This is an optimization exercise on Yosys and OpenROAD, whose aim is small area, a short achievable clock period and few clock cycles per item, not a production implementation. At most, simulation tests tie the RTL to the original design; equivalence was not proved.

== sierra ==
==> flow/design.v (excerpt) <==
module inclusive_day_count_between_dates #(
	parameter int unsigned MAX_YEAR = 9999
) (
	input  logic        clk,
	input  logic        arst_n,
	input  logic        dates_valid,
	output logic        dates_ready,
	input  logic [4:0]  dates_start_day,
	input  logic [3:0]  dates_start_month,
	input  logic [13:0] dates_start_year,
	input  logic [4:0]  dates_end_day,
	input  logic [3:0]  dates_end_month,
	input  logic [13:0] dates_end_year,
	output logic        result_valid,
	input  logic        result_ready,
	output logic [21:0] result_day_count,
	output logic        result_order_error
);
==> flow/config.mk <==
export PLATFORM = sky130hd
export DESIGN_NAME = inclusive_day_count_between_dates
export DESIGN_NICKNAME = inclusive_day_count_between_dates
export VERILOG_FILES = /design/flow/design.v
export SDC_FILE = /design/flow/constraint.sdc
export NUM_CORES = 4
export LEC_CHECK = 0
export CAP_MARGIN = 20
export CORE_MARGIN = 2
export CORE_UTILIZATION = 40
export CTS_BUF_LIST = sky130_fd_sc_hd__clkbuf_8
export SETUP_SLACK_MARGIN = 5
export SLEW_MARGIN = 20
export SYNTH_HIERARCHICAL = 1
==> flow/constraint.sdc <==
create_clock -name core_clock -period 10.0 [get_ports {clk}]
set_input_delay 2.0000 -clock core_clock [delete_from_list [all_inputs] [get_ports {clk}]]
set_output_delay 2.0000 -clock core_clock [all_outputs]
set_load 0.01 [all_outputs]
standard.sh (not shown) runs the stock make flow with config.mk's settings and CLKGATE_MAP_FILE= SYNTH_SCRIPT=/design/flow/synth_recipe.tcl, a recipe that flattens the netlist after the stock synthesis.
==> flow/flow/run.sh <==
#!/bin/bash
# The standard layout (the standard.sh, unchanged synthesis), with the
# port buffers made from the smallest buffer cell instead of the default
# choice; the resizer still upsizes them where timing needs it. ORFS writes
# each step's full log under orfs/logs; make's own output goes to
# standard.log.
set -uo pipefail
bash standard.sh "BUFFER_PORTS_ARGS=-buffer_cell sky130_fd_sc_hd__buf_1" finish > standard.log 2>&1
[inputs] tundra vs sierra
Settings: setting CTS_CLUSTER_SIZE to 50 for the first time; setting CTS_CLUSTER_DIAMETER to 200 for the first time.
--- outcome ---
- Comparing sierra against tundra, there is no change at all in maximum level of the CTS H-tree.
- tundra -> sierra: buffer share of cell area delta 0, exact match
- As far as number of buffers created by CTS goes, sierra and tundra are indistinguishable; the numbers are identical.
- Any difference in met1 routing resource usage after global routing between tundra and sierra is small enough to ignore.
- As far as routed wire length goes, tundra and sierra are indistinguishable; the numbers are identical.
No run of this note included a check of the RTL's function; only the layout flow was run.

Another version of the RTL of inclusive_day_count_between_dates (not shown whole).
Size: roughly 840 cells after synthesis, roughly 75 I/O pins, roughly 0.0095 sq mm of cells after synthesis.
==> flow/design.v (excerpt) <==
module inclusive_day_count_between_dates #(
	parameter int unsigned MAX_YEAR = 9999
) (
	input  logic        clk,
	input  logic        arst_n,
	input  logic        dates_valid,
	output logic        dates_ready,
	input  logic [4:0]  dates_start_day,
	input  logic [3:0]  dates_start_month,
	input  logic [13:0] dates_start_year,
	input  logic [4:0]  dates_end_day,
	input  logic [3:0]  dates_end_month,
	input  logic [13:0] dates_end_year,
	output logic        result_valid,
	input  logic        result_ready,
	output logic [21:0] result_day_count,
	output logic        result_order_error
);
	logic en1;
	logic en2;
	idc_controller u_ctrl (
		.clk       (clk),
		.arst_n    (arst_n),
		.in_valid  (dates_valid),
		.in_ready  (dates_ready),
		.out_valid (result_valid),
		.out_ready (result_ready),
		.en1       (en1),
		.en2       (en2)
	);
	idc_datapath u_dp (
		.clk         (clk),
		.en1         (en1),
		.en2         (en2),
		.s_day       (dates_start_day),
		.s_month     (dates_start_month),
		.s_year      (dates_start_year),
		.e_day       (dates_end_day),
  ...
==> flow/config.mk <==
export PLATFORM = sky130hd
export DESIGN_NAME = inclusive_day_count_between_dates
export DESIGN_NICKNAME = inclusive_day_count_between_dates
export VERILOG_FILES = /design/flow/design.v
export SDC_FILE = /design/flow/constraint.sdc
export NUM_CORES = 4
export LEC_CHECK = 0
export CAP_MARGIN = 20
export CORE_MARGIN = 2
export CORE_UTILIZATION = 40
export CTS_BUF_LIST = sky130_fd_sc_hd__clkbuf_8
export SETUP_SLACK_MARGIN = 5
export SLEW_MARGIN = 20
export SYNTH_HIERARCHICAL = 1
==> flow/constraint.sdc <==
create_clock -name core_clock -period 10.0 [get_ports {clk}]
set_input_delay 2.0000 -clock core_clock [delete_from_list [all_inputs] [get_ports {clk}]]
set_output_delay 2.0000 -clock core_clock [all_outputs]
set_load 0.01 [all_outputs]
Scripts as last shown in full above: flow/flow/run.sh
The starting point went through all stages and came out clean.
Testbench counts at the start, summed over its fixed seeds: cycles 3,216, items 3,200.
Then changed:
--- a/flow/config.mk
+++ b/flow/config.mk
@@ -11,0 +12 @@
+export HOLD_SLACK_MARGIN = 0
@@ -14,0 +16 @@
+export TNS_END_PERCENT = 100
What happened: Global-route usage stays the same. Clock-buffer cell count stays the same. Worst setup slack stays the same. Design area stays the same. Critical path depth stays the same. Worst hold slack is unchanged. Fmax does not change. Cell count stays the same.
Then changed:
--- a/flow/config.mk
+++ b/flow/config.mk
@@ -7,0 +8 @@
+export ABC_AREA = 1
@@ -12 +12,0 @@
-export HOLD_SLACK_MARGIN = 0
@@ -16 +15,0 @@
-export TNS_END_PERCENT = 100
Clock-buffer cell count does not change.
Global-route usage is about the same.
Setup slack is better by 0.10 ns.
Sequential share of layout area goes down by 0.89 points.
Worst hold slack is better by 0.082 ns.
Cell area goes up by about 5%.
Then changed:
--- a/flow/config.mk
+++ b/flow/config.mk
@@ -8,2 +8 @@
-export ABC_AREA = 1
-export CAP_MARGIN = 20
+export CAP_MARGIN = 5
@@ -14 +13 @@
-export SLEW_MARGIN = 20
+export SLEW_MARGIN = 5
The new run finished with timing, DRC and antenna clean.
Cell count shrinks by 25%.
Routed wire length shrinks by 2.7%.
Register-to-register slack gets worse by 0.31 ns.
Via count shrinks by 15%.
Global-route usage hardly moves.

## run M
inclusive_day_count_between_dates, a different RTL version from the one above (not shown whole).
Size in the first run: ~890 cells after synthesis, about 69 flip-flops, roughly 75 I/O pins, roughly 10,000 sq um of cells after synthesis.
==> flow/design.v (excerpt) <==
module inclusive_day_count_between_dates #(
	parameter int unsigned MAX_YEAR = 9999
) (
	input  logic        clk,
	input  logic        arst_n,
	input  logic        dates_valid,
	output logic        dates_ready,
	input  logic [4:0]  dates_start_day,
	input  logic [3:0]  dates_start_month,
	input  logic [13:0] dates_start_year,
	input  logic [4:0]  dates_end_day,
	input  logic [3:0]  dates_end_month,
	input  logic [13:0] dates_end_year,
	output logic        result_valid,
	input  logic        result_ready,
	output logic [21:0] result_day_count,
	output logic        result_order_error
);
==> flow/config.mk <==
export PLATFORM = sky130hd
export DESIGN_NAME = inclusive_day_count_between_dates
export DESIGN_NICKNAME = inclusive_day_count_between_dates
export VERILOG_FILES = /design/flow/design.v
export SDC_FILE = /design/flow/constraint.sdc
export NUM_CORES = 4
export LEC_CHECK = 0
export CAP_MARGIN = 20
export CORE_MARGIN = 2
export CORE_UTILIZATION = 40
export CTS_BUF_LIST = sky130_fd_sc_hd__clkbuf_8
export SETUP_SLACK_MARGIN = 5
export SLEW_MARGIN = 20
export SYNTH_HIERARCHICAL = 1
==> flow/constraint.sdc <==
create_clock -name core_clock -period 10.0 [get_ports {clk}]
set_input_delay 2.0000 -clock core_clock [delete_from_list [all_inputs] [get_ports {clk}]]
set_output_delay 2.0000 -clock core_clock [all_outputs]
set_load 0.01 [all_outputs]
==> flow/flow/run.sh <==
#!/bin/bash
# The standard layout (the standard.sh, unchanged synthesis), with the
# port buffers made from the smallest buffer cell instead of the default
# choice (the resizer still upsizes them where timing needs it), and the
# resizer's setup target set further below the clock period. ORFS writes
# each step's full log under orfs/logs; make's own output goes to
# standard.log.
set -uo pipefail
bash standard.sh "BUFFER_PORTS_ARGS=-buffer_cell sky130_fd_sc_hd__buf_1" SETUP_SLACK_MARGIN=5.6 finish > standard.log 2>&1
Run M finished every stage and its layout cleared the timing, design-rule and antenna checks.
Input changes introduced in run H (baseline for comparison: run M):
==> flow/flow/run.sh <==
#!/bin/bash
# The standard layout (the standard.sh, unchanged synthesis), with the
# port buffers made from the smallest buffer cell instead of the default
# choice; the resizer still upsizes them where timing needs it. ORFS writes
# each step's full log under orfs/logs; make's own output goes to
# standard.log.
set -uo pipefail
bash standard.sh "BUFFER_PORTS_ARGS=-buffer_cell sky130_fd_sc_hd__buf_1" finish > standard.log 2>&1
Looking at slew at the pin closest to its max-slew limit, run H sits 34 ps higher than run M does.
Summary of the comparison: worst setup slack is higher in run H, relative to run M.
Against run M, run H comes in 27 lower on number of buffers inserted by post-CTS setup repair.
Function was not checked in any run of this note: the RTL went through the layout flow alone.

Another version of the RTL of inclusive_day_count_between_dates (not shown whole).
Size: about 68 flip-flops, roughly 0.0094 sq mm of cells after synthesis.
Settings: LEC_CHECK=0, CAP_MARGIN=20, CORE_MARGIN=2, CORE_UTILIZATION=65, CTS_BUF_LIST=sky130_fd_sc_hd__clkbuf_8, PLACE_DENSITY=0.75, SETUP_SLACK_MARGIN=5, SLEW_MARGIN=20, SYNTH_HIERARCHICAL=1; clock period 10.0 ns.
==> flow/flow/run.sh <==
#!/bin/bash
# The standard layout (the standard.sh, unchanged synthesis), with the
# port buffers made from the smallest buffer cell instead of the default
# choice; the resizer still upsizes them where timing needs it. ORFS writes
# each step's full log under orfs/logs; make's own output goes to
# standard.log.
set -uo pipefail
bash standard.sh "BUFFER_PORTS_ARGS=-buffer_cell sky130_fd_sc_hd__buf_1" finish > standard.log 2>&1
Testbench counts at the start, summed over its fixed seeds: cycles 3,216, items 3,200.
Change:
--- a/flow/flow/run.sh
+++ b/flow/flow/run.sh
@@ -7,2 +7,2 @@
 set -uo pipefail
-bash standard.sh "BUFFER_PORTS_ARGS=-buffer_cell sky130_fd_sc_hd__buf_1" finish > standard.log 2>&1
+bash standard.sh "BUFFER_PORTS_ARGS=-buffer_cell sky130_fd_sc_hd__buf_1" SETUP_SLACK_MARGIN=5.4 finish > standard.log 2>&1
- CORE_UTILIZATION: 65 -> 40
- PLACE_DENSITY: 0.75 -> default
Result:
- The new run passed the timing, design-rule and antenna checks
- via count fell by a few percent
- wire length rose slightly
- design area rose by a few percent
- hold slack is better by 0.30 ns
- die area rose by well over a third
- first-iteration DRC count fell by roughly a tenth
- core utilization fell by 27 points
Change:
--- a/flow/flow/run.sh
+++ b/flow/flow/run.sh
@@ -7,2 +7,2 @@
 set -uo pipefail
-bash standard.sh "BUFFER_PORTS_ARGS=-buffer_cell sky130_fd_sc_hd__buf_1" SETUP_SLACK_MARGIN=5.4 finish > standard.log 2>&1
+bash standard.sh "BUFFER_PORTS_ARGS=-buffer_cell sky130_fd_sc_hd__buf_1" finish > standard.log 2>&1
- GPL_TIMING_DRIVEN: default -> 1
Fmax shrinks by 2.7%.
Sequential share of layout area grows by 0.81 points.
Count of clock-buffer cells in the layout is unchanged.
Setup slack degrades by 0.13 ns.
Area after synthesis does not change.
Change:
- GPL_TIMING_DRIVEN: 1 -> default
- SETUP_SLACK_MARGIN: 5 -> 4.2
Result: The new run completed without violations. Routed wire length decreases by 2.3%. Core utilization is lower by 1.5 points. Worst setup slack is worse by 0.37 ns. Global-route usage stays flat. Non-clock buffer count is lower by 19. Cell area went down by 3.4%. Die area is unchanged. Cell count came out lower by 1.5%.
Change:
- SETUP_SLACK_MARGIN: 4.2 -> 5
Outcome: Die area stays the same. Clock-buffer cell count is unchanged. Routed wire length came out higher by 2.3%. Worst setup slack gains 0.37 ns. Cell area came out higher by 3.5%.
Change:
- SETUP_SLACK_MARGIN: 5 -> 4.6
Setup slack degrades by 0.28 ns.
Cell count decreases by 1.1%.
Non-clock buffer count decreases by 14.
Utilization decreases by 1.3 points.
Clock skew decreases by 0.0055 ns.
Cell area decreases by 2.9%.
Synthesized area is unchanged.
Clock-buffer cell count does not change.

inclusive_day_count_between_dates, a different RTL version from the one above (not shown whole).
For scale: ~870 cells after synthesis, roughly 94 flip-flops, ~75 I/O pins, roughly 10000 µm² of cells after synthesis.
clock: 10.0 ns
lec_check: 0
cap_margin: 20
core_margin: 2
core_utilization: 40
cts_buf_list: sky130_fd_sc_hd__clkbuf_8
setup_slack_margin: 5
slew_margin: 20
synth_hierarchical: 1
run.sh (not shown) runs the stock make flow with config.mk's settings and CLKGATE_MAP_FILE= SYNTH_SCRIPT=/design/flow/synth_recipe.tcl, a recipe that flattens the netlist after the stock synthesis.
Stock flow here: none of the scripts above is used.
Testbench counts at the start, summed over its fixed seeds: cycles 3,216, items 3,200.
==> next run, changes <==
==> flow/flow/run.sh (new file) <==
#!/bin/bash
# The standard layout (the standard.sh, unchanged synthesis), with the
# port buffers made from the smallest buffer cell instead of the default
# choice; the resizer still upsizes them where timing needs it. ORFS writes
# each step's full log under orfs/logs; make's own output goes to
# standard.log.
set -uo pipefail
bash standard.sh "BUFFER_PORTS_ARGS=-buffer_cell sky130_fd_sc_hd__buf_1" finish > standard.log 2>&1
==> flow/standard.sh (new file) <==
#!/bin/bash
# synth_recipe.tcl (not shown) runs the flow's synth.tcl, then flattens the netlist and writes it again
# the make line also repeats each setting of config.mk as NAME=value (left out here)
make -C /OpenROAD-flow-scripts/flow DESIGN_CONFIG=/design/flow/config.mk WORK_HOME=/design/flow/orfs CLKGATE_MAP_FILE= SYNTH_SCRIPT=/design/flow/synth_recipe.tcl "${@:-finish}"
removed: flow/run.sh
The changed run finished clean.
Fmax barely changes.
Setup slack stays flat.
Global-route usage came out higher by 0.10 points.

== run 1 ==
inclusive_day_count_between_dates, a different RTL version from the one above (not shown whole).
Size in the first run: roughly 810 cells after synthesis.
// inclusive_day_count_between_dates
module inclusive_day_count_between_dates #(
	parameter int unsigned MAX_YEAR = 9999
) (
	input  logic        clk,
	input  logic        arst_n,
	input  logic        dates_valid,
	output logic        dates_ready,
	input  logic [4:0]  dates_start_day,
	input  logic [3:0]  dates_start_month,
	input  logic [13:0] dates_start_year,
	input  logic [4:0]  dates_end_day,
	input  logic [3:0]  dates_end_month,
	input  logic [13:0] dates_end_year,
	output logic        result_valid,
	input  logic        result_ready,
	output logic [21:0] result_day_count,
	output logic        result_order_error
);
export LEC_CHECK = 0
export CAP_MARGIN = 20
export CORE_MARGIN = 2
export CORE_UTILIZATION = 40
export CTS_BUF_LIST = sky130_fd_sc_hd__clkbuf_8
export SETUP_SLACK_MARGIN = 5
export SLEW_MARGIN = 20
export SYNTH_HIERARCHICAL = 1
create_clock -name core_clock -period 10.0 [get_ports {clk}]
standard.sh (not shown) runs the stock make flow with config.mk's settings and CLKGATE_MAP_FILE= SYNTH_SCRIPT=/design/flow/synth_recipe.tcl, a recipe that flattens the netlist after the stock synthesis.
==> flow/flow/run.sh <==
#!/bin/bash
# The standard layout (the standard.sh, unchanged synthesis), with the
# port buffers made from the smallest buffer cell instead of the default
# choice (the resizer still upsizes them where timing needs it), and the
# resizer's setup target 5.15 ns below the clock period instead of 5. ORFS writes
# each step's full log under orfs/logs; make's own output goes to
# standard.log.
set -uo pipefail
bash standard.sh "BUFFER_PORTS_ARGS=-buffer_cell sky130_fd_sc_hd__buf_1" SETUP_SLACK_MARGIN=5.15 finish > standard.log 2>&1
Testbench counts of run 1, summed over its fixed seeds: cycles 3,216, items 3,200.
Relative to run 1, the following input files were edited for run 2:
--- a/flow/flow/run.sh
+++ b/flow/flow/run.sh
@@ -5 +5 @@
-# resizer's setup target 5.15 ns below the clock period instead of 5. ORFS writes
+# resizer's setup target 5.6 ns below the clock period instead of 5. ORFS writes
@@ -9 +9 @@
-bash standard.sh "BUFFER_PORTS_ARGS=-buffer_cell sky130_fd_sc_hd__buf_1" SETUP_SLACK_MARGIN=5.15 finish > standard.log 2>&1
+bash standard.sh "BUFFER_PORTS_ARGS=-buffer_cell sky130_fd_sc_hd__buf_1" SETUP_SLACK_MARGIN=5.6 finish > standard.log 2>&1
Results
Run 2: average detailed-routed wire length per instance higher than run 1
[compare] base=run 1 new=run 2: global-route usage picked up an extra 1.5 points.
Run 1 → run 2: final critical-path required period lower, height of the die saw little to no change, setup slack of the critical path after layout higher.
[inputs] run 3 vs run 2
--- a/flow/flow/run.sh
+++ b/flow/flow/run.sh
@@ -5 +5 @@
-# resizer's setup target 5.6 ns below the clock period instead of 5. ORFS writes
+# resizer's setup target 5.3 ns below the clock period instead of 5. ORFS writes
@@ -9 +9 @@
-bash standard.sh "BUFFER_PORTS_ARGS=-buffer_cell sky130_fd_sc_hd__buf_1" SETUP_SLACK_MARGIN=5.6 finish > standard.log 2>&1
+bash standard.sh "BUFFER_PORTS_ARGS=-buffer_cell sky130_fd_sc_hd__buf_1" SETUP_SLACK_MARGIN=5.3 finish > standard.log 2>&1
### Flow results
- Looking at the reports, run 3 completed the entire flow and the layout it produced met the timing, design-rule and antenna checks.
- Between run 2 and run 3, the remaining max-slew budget at the tightest pin is lower for run 3.
- On die area, run 2 and run 3 are neck and neck.
- Area: run 3 vs run 2 -> run 3 smaller
- Where final worst-path setup slack is concerned, run 2 is better than run 3.
- Going from run 2 to run 3, sum of met3 wire segment lengths after detailed routing shrank by more than 10%.
- Run 2 has a lower fraction of the cycle the final worst path needs than run 3.
- Run 2 vs run 3, timing startpoint of the critical path: u_dp.db_q[0] vs u_dp.db_q[1]

## separate check: timing with driven ports
The results above use ideal ports. As a check the final layouts listed here were re-extracted and re-timed, cells and wires unchanged. Step 1: set_driving_cell puts a clkbuf_16 on clk and a buf_2 on each other input, an assumption about the parent block. Step 2 also shifts input and output timing later by t, the mid clock arrival at the registers, as if the neighbouring blocks saw the same clock. Three values: no drivers, after step 1, after step 2; two values: the first two.
run | shift t [ns] | setup WS [ns] | latest minus earliest clock arrival (ns)
sierra | 0.382 | 4.947 / 4.944 / 4.562 | 0.016 / 0.016
tundra | 0.382 | 4.947 / 4.944 / 4.562 | 0.016 / 0.016
the first run of note 2 | 0.390 | 5.022 / 5.022 / 4.721 | 0.017 / 0.017
the second run of note 2 | 0.390 | 5.022 / 5.022 / 4.721 | 0.017 / 0.017
the third run of note 2 | 0.390 | 5.126 / 5.107 / 4.941 | 0.014 / 0.014
the fourth run of note 2 | 0.390 | 5.022 / 5.022 / 4.721 | 0.017 / 0.017
run M | 0.420 | 4.937 / 4.919 / 4.498 | 0.012 / 0.013
run H | 0.400 | 4.945 / 4.918 / 4.518 | 0.011 / 0.012
the first run of note 4 | 0.386 | 4.847 / 4.847 / 4.684 | 0.016 / 0.015
the second run of note 4 | 0.394 | 5.145 / 5.145 / 4.778 | 0.016 / 0.016
the third run of note 4 | 0.387 | 5.012 / 5.012 / 4.708 | 0.012 / 0.011
the fourth run of note 4 | 0.400 | 4.640 / 4.640 / 4.348 | 0.007 / 0.007
the fifth run of note 4 | 0.387 | 5.012 / 5.012 / 4.708 | 0.012 / 0.011
the sixth run of note 4 | 0.400 | 4.736 / 4.752 / 4.352 | 0.007 / 0.007
the first run of note 5 | 0.416 | 4.745 / 4.745 / 4.492 | 0.012 / 0.012
the second run of note 5 | 0.426 | 4.744 / 4.744 / 4.493 | 0.022 / 0.022
run 1 | 0.369 | 5.280 / 5.280 / 4.946 | 0.011 / 0.012
run 2 | 0.379 | 5.371 / 5.371 / 4.996 | 0.012 / 0.013
run 3 | 0.374 | 5.356 / 5.351 / 4.977 | 0.013 / 0.013
After both steps every run listed still meets setup and hold. For run M, which loses most, drivers alone change the setup slack by -0.018 ns; drivers and shift together by -0.439 ns.
